Source: an optimization exercise on an open RTL-to-GDS flow (aim: small area, a short achievable clock period and few clock cycles per item). Production flows keep margins and buffers that such runs may drop.
Only simulation tests tie the RTL to the original design; equivalence was not proved.
Power figures rest on the tool's default switching activity, not on a simulated workload.

==> flow/run.sh <==
#!/bin/bash
# synth_recipe.tcl (not shown) runs the flow's synth.tcl, then flattens the netlist and writes it again
# the make line also repeats each setting of config.mk as NAME=value (left out here)
make -C /OpenROAD-flow-scripts/flow DESIGN_CONFIG=/design/flow/config.mk WORK_HOME=/design/flow/orfs CLKGATE_MAP_FILE= SYNTH_SCRIPT=/design/flow/synth_recipe.tcl finish
==> flow/config.mk <==
export PLATFORM = sky130hd
export DESIGN_NAME = audio_peak_level_meter
export DESIGN_NICKNAME = audio_peak_level_meter
export VERILOG_FILES = /design/flow/design.v
export SDC_FILE = /design/flow/constraint.sdc
export NUM_CORES = 4
export LEC_CHECK = 0
export CAP_MARGIN = 20
export CORE_MARGIN = 2
export CORE_UTILIZATION = 40
export SLEW_MARGIN = 20
==> flow/constraint.sdc <==
create_clock -name core_clock -period 9.0 [get_ports {clk}]
set_input_delay 1.8000 -clock core_clock [delete_from_list [all_inputs] [get_ports {clk}]]
set_output_delay 1.8000 -clock core_clock [all_outputs]
set_load 0.01 [all_outputs]
==> flow/design.v <==
`timescale 1ns / 1ps
localparam int SAMPLE_SIZE_W   = 6;
localparam int SAMPLE_KIND_W   = 2;
localparam int CHANNEL_COUNT_W = 4;
localparam int CFG_INDEX_W     = 2;
localparam int CFG_DATA_W      = 6;
localparam int PEAK_W  = 32;
localparam int LEVEL_W = 18;
localparam logic [CFG_INDEX_W-1:0] REG_SAMPLE_SIZE     = 2'd0;
localparam logic [CFG_INDEX_W-1:0] REG_SAMPLE_KIND     = 2'd1;
localparam logic [CFG_INDEX_W-1:0] REG_CHANNEL_COUNT   = 2'd2;
localparam logic [CFG_INDEX_W-1:0] REG_CAPTURE_ENABLED = 2'd3;
localparam logic [SAMPLE_SIZE_W-1:0]   SAMPLE_SIZE_RESET   = 6'd16;
localparam logic [SAMPLE_KIND_W-1:0]   SAMPLE_KIND_RESET   = 2'd0;
localparam logic [CHANNEL_COUNT_W-1:0] CHANNEL_COUNT_RESET = 4'd2;
localparam logic [SAMPLE_KIND_W-1:0] KIND_SIGNED   = 2'd0;
localparam logic [SAMPLE_KIND_W-1:0] KIND_UNSIGNED = 2'd1;
localparam logic [SAMPLE_KIND_W-1:0] KIND_FLOAT    = 2'd2;
localparam logic [SAMPLE_KIND_W-1:0] KIND_OTHER    = 2'd3;
localparam logic [LEVEL_W-1:0] LEVEL_SAT = 18'd131072;
localparam int DIV_STEPS = 17;
localparam int JOB_QUEUE_DEPTH = 2;
typedef enum logic [1:0] {
  SZ_NONE,
  SZ_8,
  SZ_16,
  SZ_32
} size_code_t;
typedef struct packed {
  logic [SAMPLE_SIZE_W-1:0]   sample_size;
  logic [SAMPLE_KIND_W-1:0]   sample_kind;
  logic [CHANNEL_COUNT_W-1:0] channel_count;
  logic                       capture_enabled;
} cfg_t;
typedef struct packed {
  logic              active;
  size_code_t        size;
  logic              unsigned_scale;
  logic [PEAK_W-1:0] peak;
} job_t;
typedef struct packed {
  logic empty;
  logic full;
} queue_status_t;
`timescale 1ns / 1ps
module apm_queue
(
  input  logic          clk,
  input  logic          rst,
  input  logic          push,
  input  job_t          push_job,
  input  logic          pop,
  output job_t          pop_job,
  output queue_status_t status
);
  localparam int PTR_W = (JOB_QUEUE_DEPTH > 1) ? $clog2(JOB_QUEUE_DEPTH) : 1;
  localparam int CNT_W = $clog2(JOB_QUEUE_DEPTH + 1);
  localparam int JOB_W = 4 + PEAK_W;
  logic [JOB_W-1:0] entries [0:JOB_QUEUE_DEPTH-1];
  logic [PTR_W-1:0] wr_ptr;
  logic [PTR_W-1:0] rd_ptr;
  logic [CNT_W-1:0] count;
  function automatic logic [PTR_W-1:0] ptr_inc(input logic [PTR_W-1:0] p);
    logic [PTR_W-1:0] n;
    if (p == PTR_W'(JOB_QUEUE_DEPTH - 1)) begin
      n = '0;
    end else begin
      n = p + 1'b1;
    end
    ptr_inc = n;
  endfunction
  assign status.empty = (count == '0);
  assign status.full  = (count == CNT_W'(JOB_QUEUE_DEPTH));
  assign pop_job      = entries[rd_ptr];
  always_ff @(posedge clk) begin
    if (push) begin
      entries[wr_ptr] <= push_job;
    end
  end
  always_ff @(posedge clk) begin
    if (rst) begin
      wr_ptr <= '0;
      rd_ptr <= '0;
      count  <= '0;
    end else begin
      if (push) begin
        wr_ptr <= ptr_inc(wr_ptr);
      end
      if (pop) begin
        rd_ptr <= ptr_inc(rd_ptr);
      end
      if (push && !pop) begin
        count <= count + 1'b1;
      end else if (pop && !push) begin
        count <= count - 1'b1;
      end
    end
  end
endmodule
`timescale 1ns / 1ps
module apm_front
#(
  parameter int MAX_CHANNELS = 8
) (
  input  logic        clk,
  input  logic        rst,
  input  cfg_t        cfg,
  input  logic        accept,
  input  logic [7:0]  data_byte,
  input  logic        buffer_end,
  output logic        push,
  output job_t        push_job
);
  localparam int POS_W = (MAX_CHANNELS > 1) ? $clog2(MAX_CHANNELS) : 1;
  localparam int CNT_W = ($clog2(MAX_CHANNELS + 1) > CHANNEL_COUNT_W) ?
                         $clog2(MAX_CHANNELS + 1) : CHANNEL_COUNT_W;
  logic [31:0]       sample_shift;
  logic [1:0]        byte_position;
  logic [POS_W-1:0]  channel_position;
  logic [PEAK_W-1:0] frame_peak;
  logic [PEAK_W-1:0] buffer_peak;
  logic [31:0]       sample_shift_next;
  logic [1:0]        byte_position_next;
  logic [POS_W-1:0]  channel_position_next;
  logic [PEAK_W-1:0] frame_peak_next;
  logic [PEAK_W-1:0] buffer_peak_next;
  size_code_t        size;
  logic [2:0]        nbytes;
  logic [CNT_W-1:0]  chan_eff;
  logic [CNT_W-1:0]  count_ext;
  logic [31:0]       shift_or;
  logic [31:0]       raw;
  logic [PEAK_W-1:0] mag;
  logic [PEAK_W-1:0] frame_upd;
  logic [PEAK_W-1:0] buffer_upd;
  logic [PEAK_W-1:0] peak_at_end;
  logic              sample_done;
  logic              frame_done;
  function automatic logic [31:0] float_mag(input logic [31:0] bits);
    logic [7:0]  e;
    logic [22:0] m;
    logic [23:0] mant;
    logic [7:0]  sh;
    logic [31:0] r;
    e    = bits[30:23];
    m    = bits[22:0];
    mant = {1'b1, m};
    sh   = 8'd0;
    if (e == 8'hff) begin
      r = (m != 23'd0) ? 32'd0 : 32'hffff_ffff;
    end else if (e == 8'd0) begin
      r = 32'd0;
    end else if (e >= 8'd119) begin
      sh = e - 8'd119;
      if (sh > 8'd8) begin
        r = 32'hffff_ffff;
      end else begin
        r = 32'(mant) << sh[3:0];
      end
    end else begin
      sh = 8'd119 - e;
      if (sh >= 8'd24) begin
        r = 32'd0;
      end else begin
        r = 32'(mant) >> sh[4:0];
      end
    end
    float_mag = r;
  endfunction
  function automatic logic [PEAK_W-1:0] sample_mag(input logic [31:0] r,
                                                   input size_code_t sz,
                                                   input logic [SAMPLE_KIND_W-1:0] kind);
    logic [PEAK_W-1:0] res;
    res = r;
    case (kind)
      KIND_UNSIGNED: res = r;
      KIND_FLOAT:    res = (sz == SZ_32) ? float_mag(r) : '0;
      KIND_OTHER:    res = '0;
      default: begin
        case (sz)
          SZ_8:    res = r[7] ? 32'(9'h100 - {1'b0, r[7:0]}) +
                                ((r[7:0] == 8'h80) ? 32'h100 : 32'h0) : r;
          SZ_16:   res = r[15] ? 32'(17'h1_0000 - {1'b0, r[15:0]}) +
                                 ((r[15:0] == 16'h8000) ? 32'h1_0000 : 32'h0) : r;
          default: res = r[31] ? (32'd0 - r) : r;
        endcase
      end
    endcase
    sample_mag = res;
  endfunction
  always_comb begin
    unique case (cfg.sample_size)
      6'd8:    size = SZ_8;
      6'd16:   size = SZ_16;
      6'd32:   size = SZ_32;
      default: size = SZ_NONE;
    endcase
  end
  always_comb begin
    unique case (size)
      SZ_8:    nbytes = 3'd1;
      SZ_16:   nbytes = 3'd2;
      SZ_32:   nbytes = 3'd4;
      default: nbytes = 3'd0;
    endcase
  end
  always_comb begin
    count_ext = CNT_W'(cfg.channel_count);
    if (count_ext == '0) begin
      chan_eff = CNT_W'(1);
    end else if (count_ext > CNT_W'(MAX_CHANNELS)) begin
      chan_eff = CNT_W'(MAX_CHANNELS);
    end else begin
      chan_eff = count_ext;
    end
  end
  always_comb begin
    shift_or    = sample_shift | (32'(data_byte) << {byte_position, 3'b000});
    sample_done = ({1'b0, byte_position} + 3'd1) >= nbytes;
    frame_done  = (CNT_W'(channel_position) + CNT_W'(1)) >= chan_eff;
    case (size)
      SZ_8:    raw = {24'd0, shift_or[7:0]};
      SZ_16:   raw = {16'd0, shift_or[15:0]};
      default: raw = shift_or;
    endcase
    mag        = sample_mag(raw, size, cfg.sample_kind);
    frame_upd  = (mag > frame_peak) ? mag : frame_peak;
    buffer_upd = (frame_upd > buffer_peak) ? frame_upd : buffer_peak;
    sample_shift_next     = sample_shift;
    byte_position_next    = byte_position;
    channel_position_next = channel_position;
    frame_peak_next       = frame_peak;
    buffer_peak_next      = buffer_peak;
    if (accept && size != SZ_NONE) begin
      if (sample_done) begin
        sample_shift_next  = '0;
        byte_position_next = '0;
        if (frame_done) begin
          buffer_peak_next      = buffer_upd;
          frame_peak_next       = '0;
          channel_position_next = '0;
        end else begin
          frame_peak_next       = frame_upd;
          channel_position_next = channel_position + 1'b1;
        end
      end else begin
        sample_shift_next  = shift_or;
        byte_position_next = byte_position + 2'd1;
      end
    end
    peak_at_end = buffer_peak_next;
    if (accept && buffer_end) begin
      sample_shift_next     = '0;
      byte_position_next    = '0;
      channel_position_next = '0;
      frame_peak_next       = '0;
      buffer_peak_next      = '0;
    end
  end
  assign push                    = accept && buffer_end;
  assign push_job.active         = cfg.capture_enabled && (size != SZ_NONE);
  assign push_job.size           = size;
  assign push_job.unsigned_scale = (cfg.sample_kind == KIND_UNSIGNED);
  assign push_job.peak           = peak_at_end;
  always_ff @(posedge clk) begin
    if (rst) begin
      sample_shift     <= '0;
      byte_position    <= '0;
      channel_position <= '0;
      frame_peak       <= '0;
      buffer_peak      <= '0;
    end else begin
      sample_shift     <= sample_shift_next;
      byte_position    <= byte_position_next;
      channel_position <= channel_position_next;
      frame_peak       <= frame_peak_next;
      buffer_peak      <= buffer_peak_next;
    end
  end
endmodule
`timescale 1ns / 1ps
module apm_back
(
  input  logic               clk,
  input  logic               rst,
  input  queue_status_t      status,
  input  job_t               pop_job,
  output logic               pop,
  output logic               out_valid,
  input  logic               out_stall,
  output logic [LEVEL_W-1:0] level_q16,
  output logic [PEAK_W-1:0]  peak_value
);
  localparam int STEP_W = $clog2(DIV_STEPS);
  typedef enum logic {
    ST_IDLE,
    ST_DIV
  } state_t;
  state_t              state;
  logic [31:0]         rem;
  logic [31:0]         divisor;
  logic [DIV_STEPS-1:0] quo;
  logic [STEP_W-1:0]   step;
  logic [PEAK_W-1:0]   peak_hold;
  logic [LEVEL_W-1:0]  held_level;
  logic [31:0]         scale;
  logic                sat;
  logic [32:0]         trial;
  logic                ge;
  logic [31:0]         rem_next;
  logic [DIV_STEPS-1:0] quo_next;
  function automatic logic [31:0] full_scale(input size_code_t sz, input logic uns);
    logic [31:0] s;
    unique case (sz)
      SZ_8:    s = uns ? 32'd255 : 32'd127;
      SZ_16:   s = uns ? 32'd65535 : 32'd32767;
      SZ_32:   s = uns ? 32'hffff_ffff : 32'h7fff_ffff;
      default: s = 32'd0;
    endcase
    full_scale = s;
  endfunction
  assign pop   = (state == ST_IDLE) && !status.empty && (!out_valid || !out_stall);
  assign scale = full_scale(pop_job.size, pop_job.unsigned_scale);
  assign sat   = {1'b0, pop_job.peak} >= {scale, 1'b0};
  always_comb begin
    trial    = (step == '0) ? {1'b0, rem} : {rem, 1'b0};
    ge       = trial >= {1'b0, divisor};
    rem_next = ge ? 32'(trial - {1'b0, divisor}) : trial[31:0];
    quo_next = {quo[DIV_STEPS-2:0], ge};
  end
  always_ff @(posedge clk) begin
    if (rst) begin
      state      <= ST_IDLE;
      out_valid  <= 1'b0;
      held_level <= '0;
      step       <= '0;
    end else begin
      unique case (state)
        ST_IDLE: begin
          if (pop && !pop_job.active) begin
            out_valid  <= 1'b1;
            level_q16  <= held_level;
            peak_value <= '0;
          end else if (pop && sat) begin
            out_valid  <= 1'b1;
            held_level <= LEVEL_SAT;
            level_q16  <= LEVEL_SAT;
            peak_value <= pop_job.peak;
          end else begin
            if (out_valid && !out_stall) begin
              out_valid <= 1'b0;
            end
            if (pop) begin
              rem       <= pop_job.peak;
              divisor   <= scale;
              quo       <= '0;
              step      <= '0;
              peak_hold <= pop_job.peak;
              state     <= ST_DIV;
            end
          end
        end
        ST_DIV: begin
          rem  <= rem_next;
          quo  <= quo_next;
          step <= step + 1'b1;
          if (step == STEP_W'(DIV_STEPS - 1)) begin
            out_valid  <= 1'b1;
            held_level <= LEVEL_W'(quo_next);
            level_q16  <= LEVEL_W'(quo_next);
            peak_value <= peak_hold;
            state      <= ST_IDLE;
          end
        end
        default: state <= ST_IDLE;
      endcase
    end
  end
endmodule
`timescale 1ns / 1ps
module audio_peak_level_meter
#(
  parameter int MAX_CHANNELS = 8
) (
  input  logic                   clk,
  input  logic                   rst,
  input  logic                   cfg_write,
  input  logic [CFG_INDEX_W-1:0] cfg_index,
  input  logic [CFG_DATA_W-1:0]  cfg_data,
  input  logic                   in_valid,
  output logic                   in_stall,
  input  logic [7:0]             data_byte,
  input  logic                   buffer_end,
  output logic                   out_valid,
  input  logic                   out_stall,
  output logic [LEVEL_W-1:0]     level_q16,
  output logic [PEAK_W-1:0]      peak_value
);
  cfg_t          cfg;
  logic          accept;
  logic          push;
  job_t          push_job;
  logic          pop;
  job_t          pop_job;
  queue_status_t status;
  always_ff @(posedge clk) begin
    if (rst) begin
      cfg.sample_size     <= SAMPLE_SIZE_RESET;
      cfg.sample_kind     <= SAMPLE_KIND_RESET;
      cfg.channel_count   <= CHANNEL_COUNT_RESET;
      cfg.capture_enabled <= 1'b0;
    end else if (cfg_write) begin
      unique case (cfg_index)
        REG_SAMPLE_SIZE:     cfg.sample_size     <= cfg_data[SAMPLE_SIZE_W-1:0];
        REG_SAMPLE_KIND:     cfg.sample_kind     <= cfg_data[SAMPLE_KIND_W-1:0];
        REG_CHANNEL_COUNT:   cfg.channel_count   <= cfg_data[CHANNEL_COUNT_W-1:0];
        REG_CAPTURE_ENABLED: cfg.capture_enabled <= cfg_data[0];
        default: ;
      endcase
    end
  end
  assign in_stall = status.full;
  assign accept   = in_valid && !in_stall;
  apm_front #(
    .MAX_CHANNELS(MAX_CHANNELS)
  ) u_front (
    .clk       (clk),
    .rst       (rst),
    .cfg       (cfg),
    .accept    (accept),
    .data_byte (data_byte),
    .buffer_end(buffer_end),
    .push      (push),
    .push_job  (push_job)
  );
  apm_queue u_queue (
    .clk     (clk),
    .rst     (rst),
    .push    (push),
    .push_job(push_job),
    .pop     (pop),
    .pop_job (pop_job),
    .status  (status)
  );
  apm_back u_back (
    .clk       (clk),
    .rst       (rst),
    .status    (status),
    .pop_job   (pop_job),
    .pop       (pop),
    .out_valid (out_valid),
    .out_stall (out_stall),
    .level_q16 (level_q16),
    .peak_value(peak_value)
  );
endmodule
==> results.sh <==
export IMPL_hold_path_class="reg2reg"
export IMPL_yosys_top_cells_area="edfxtp_1, dfxtp_1, ha_1"
export IMPL_status="complete, no violations"
export IMPL_pwr_density_cell_mw_per_mm2=234
export IMPL_setup_viol=0
export IMPL_synth_edf_count=208
export IMPL_fin_cells=3945
export IMPL_worstPathMaxFanout=13
export IMPL_cap_violations=0
export IMPL_arrival_ns=9.11
export IMPL_ioPinCount=74
export IMPL_fp_dieH_um=253
export IMPL_power_total_w=0.00731
export IMPL_syn_to_final_growth_pct=25.9
export IMPL_period_needed_ns=8.66
export IMPL_synth_flop_cell="edfxtp_1"
export IMPL_path_buf_inv=9
export IMPL_dp_hpwl_mm=72.7
export IMPL_final_common_cell="buf_4"
export IMPL_path_clk_slew_ns=0.06
export IMPL_final_cell_mix="buf_4, nand2_1, nor2_1"
export IMPL_numCtsBuffers=41
export IMPL_worstSetupPathType="in2reg"
export IMPL_critical_path_top_delay_family="compound AO/OA/AOI/OAI gates"
export IMPL_syn_area_mm2=0.0248
export IMPL_avgRoutedWirePerCell_um=24.1
export IMPL_viasPerCell=6.06
export IMPL_cts_root_buf="clkbuf_16"
export IMPL_leakagePower_nw=12.5
export IMPL_hold_slack_ns=0.446
export IMPL_synth_top_area_cell="edfxtp_1"
export IMPL_ant_nets=0
export IMPL_cts_buffer_depth=3
export IMPL_finalClockSkew_ns=0.0450
export IMPL_slowest_delay_ns=0.53
export IMPL_wl_mm=95.2
export IMPL_dieArea_mm2=0.0641
export IMPL_avgSynthCellArea_um2=9.14
export IMPL_maxSlewHeadroom=0.312
export IMPL_antenna_found_initial=3
export IMPL_holdPathStages=2
export IMPL_num_rows=91
export IMPL_clkSinkCount=352
export IMPL_synth_ff_latch_count=352
export IMPL_peakVddDrop_v=0.000139
export IMPL_first_pass_iters=8
export IMPL_critPathSlowestCell="mux4_2"
export IMPL_ff2ff_path_depth=36
export IMPL_htreeDepth=2
export IMPL_drt_initial_drc_count=2202
export IMPL_critPathLaunchType="input port"
export IMPL_clk_latency_ns=0.61
export IMPL_layout_drive_gt1_share=0.241
export IMPL_slew_violations=0
export IMPL_ys_async_sr_fraction=0
export IMPL_track_usage=0.291
export IMPL_tightest_slew_ns=1.03
export IMPL_hold_violations=0
export IMPL_grt_pass1_vias=23187
export IMPL_die_x_um=253
export IMPL_route_detailed_drc=0
export IMPL_cts_tree="yes"
export IMPL_io_buffers=73
export IMPL_critPathCaptureType="flop"
export IMPL_core_area_mm2=0.0615
export IMPL_nets=3298
export IMPL_grt_pass1_wl_mm=142
export IMPL_synth_cell_types=106
export IMPL_ys_warn_count=4
export IMPL_dp_cells=3857
export IMPL_crit_path_frequent_cell="buf_4"
export IMPL_fmax_mhz=115
export IMPL_start_util=0.404
export IMPL_seq_area_frac_synth=0.368
export IMPL_fin_crit_sh=0.963
export IMPL_critical_path_depth=34
export IMPL_grt_max_degree=94
export IMPL_n_fill_cell=5645
export IMPL_synth_cells=2716
export IMPL_routabilityCongestion=1.02
export IMPL_yosysTopAreaCellShare=0.252
export IMPL_synth_fp_nets=2893
export IMPL_required_ns=9.44
export IMPL_grt_ovfl_total=0
export IMPL_vias=23904
state kept, by name, indices dropped and copies added, names as in the netlist, named ones only:
| name | count |
|---|---|
| u_front.byte_position | 2 |
| u_back.divisor | 6 |
| u_front.buffer_peak | 32 |
| u_back.level_q16 | 18 |
| u_back.peak_value | 32 |
| u_front.channel_position | 3 |
| u_queue.wr_ptr | 1 |
| u_back.state | 1 |
| u_queue.entries | 72 |
| u_queue.count | 2 |
| u_back.step | 5 |
| u_queue.rd_ptr | 1 |
| u_front.sample_shift | 32 |
| u_back.rem | 32 |
| u_back.out_valid | 1 |
| u_back.peak_hold | 32 |
| u_back.quo | 16 |
| cfg | 13 |
| u_back.held_level | 18 |
| u_front.frame_peak | 32 |
path summary, 6_finish.rpt:
kind                         from                      end  slack, ns
min reg2reg  u_back.held_level[3]     u_back.held_level[3]       0.45
min          u_back.held_level[3]     u_back.held_level[3]       0.45
max                  data_byte[7]  u_front.buffer_peak[29]       0.34
max reg2reg                cfg[7]  u_front.buffer_peak[29]       0.43
through the flow:
| stage | setup slack (ns) | cell area, um2 | setup TNS, ns | utilization |
|---|---|---|---|---|
| floorplan | 0.00353 | 25000 | 0 | - |
| global placement | -0.388 | 29500 | -26.31 | 0.479 |
| detailed placement | -0.580 | 29500 | -43.66 | 0.479 |
| CTS | 0.0492 | 30900 | 0 | 0.502 |
| global route | -0.0373 | 31200 | -0.385 | 0.508 |
| finish | 0.336 | 31200 | 0 | 0.508 |
routing by layer:
| layer | wire length (um) | vias to the layer above | track usage |
|---|---|---|---|
| li1 | - | 11032 | - |
| met2 | 42700 | 964 | 0.468 |
| met3 | 7090 | 228 | 0.0449 |
| met1 | 41300 | 11680 | 0.393 |
| met5 | 0 | - | 0 |
| met4 | 4170 | 0 | 0.115 |
logic make-up (layout without fill, tap and decap cells):
group	Yosys count	after routing	synth area share
AO/OA/AOI/OAI	789	789	0.226
XOR/XNOR	47	47	0.0169
adder cells (fa/ha/maj)	155	155	0.0784
buffers and inverters	321	759	0.0523
flip-flops	352	352	0.368
multiplexers	181	181	0.0896
other	0	1	0
AND/OR/NAND/NOR	871	871	0.169
what timing repair did:
| action | 4_1_cts | 5_1_grt |
|---|---|---|
| hold buffers | 0 | 0 |
| setup buffers | 0 | 9 |
| pin swaps | 0 | 15 |
| setup endpoints to repair | 9 | 96 |
| resized for setup | 1 | 53 |
| gates cloned | 0 | 1 |
worst reg2reg max path, delay by kind of cell, from the launching register on:
kind | cells | cell delay (ns)
buffers and inverters | 9 | 1.32
flip-flops | 1 | 0.32
multiplexers | 2 | 0.90
adder cells (fa/ha/maj) | 4 | 1.40
AND/OR/NAND/NOR | 12 | 2.43
AO/OA/AOI/OAI | 9 | 2.06
Yosys cell counts (51+ instances only):
master,n
mux2i_1,77
inv_1,155
clkbuf_1,111
nor2_1,228
o21ai_0,127
dfxtp_1,144
nor3_1,95
a21oi_1,152
mux2_2,79
ha_1,154
a211oi_1,51
nand2_1,258
edfxtp_1,208
a31oi_1,54
report_power, final:
group / leakage (nW) / internal, W / switching, W
clock: 0.654 / 0.00101 / 0.000715
combinational: 8.70 / 0.00144 / 0.00203
sequential: 3.10 / 0.00200 / 0.000114
cell type report:
| class | instances | area [um2] | area share |
|---|---|---|---|
| clock inverters | 24 | 285 | 0.00913 |
| clock buffers | 52 | 1090 | 0.0348 |
| repair buffers | 524 | 4330 | 0.139 |
| well taps | 790 | 988 | 0.0316 |
| flip-flops and latches | 352 | 9130 | 0.292 |
| diodes | 1 | 2.50 | 0.0000801 |
| multi-input cells | 2043 | 14800 | 0.474 |
| inverters | 159 | 602 | 0.0193 |
Testbench counts, summed over its fixed seeds: cycles 45,620, bytes 43,768.

[re-timing with driven ports]
The flow's constraints put no driver on any port. The routed layout listed below was extracted and timed again, unchanged, in two steps. Step 1, drivers: a clkbuf_16 drives clk and a buf_2 each remaining input, both assumed. Step 2 times the ports against the registers' clock, not the clock port: input delays grow and output delays shrink by t, the midpoint of the rising clock arrivals with the driver on. a / b / c = ideal ports / drivers / drivers and shift; a / b = the first two.
t, ns: 0.653
slack for setup (ns): 0.336 / 0.371 / -0.281
latest minus earliest clock arrival (ns): 0.045 / 0.045
slew at the worst register clock pin (ns): 0.07 / 0.07
pins driven straight from the clock port: 1
With both steps, setup timing fails in this run, where it was met with ideal ports. The setup slack of this run moves by +0.035 ns with the drivers and by -0.617 ns with both steps.
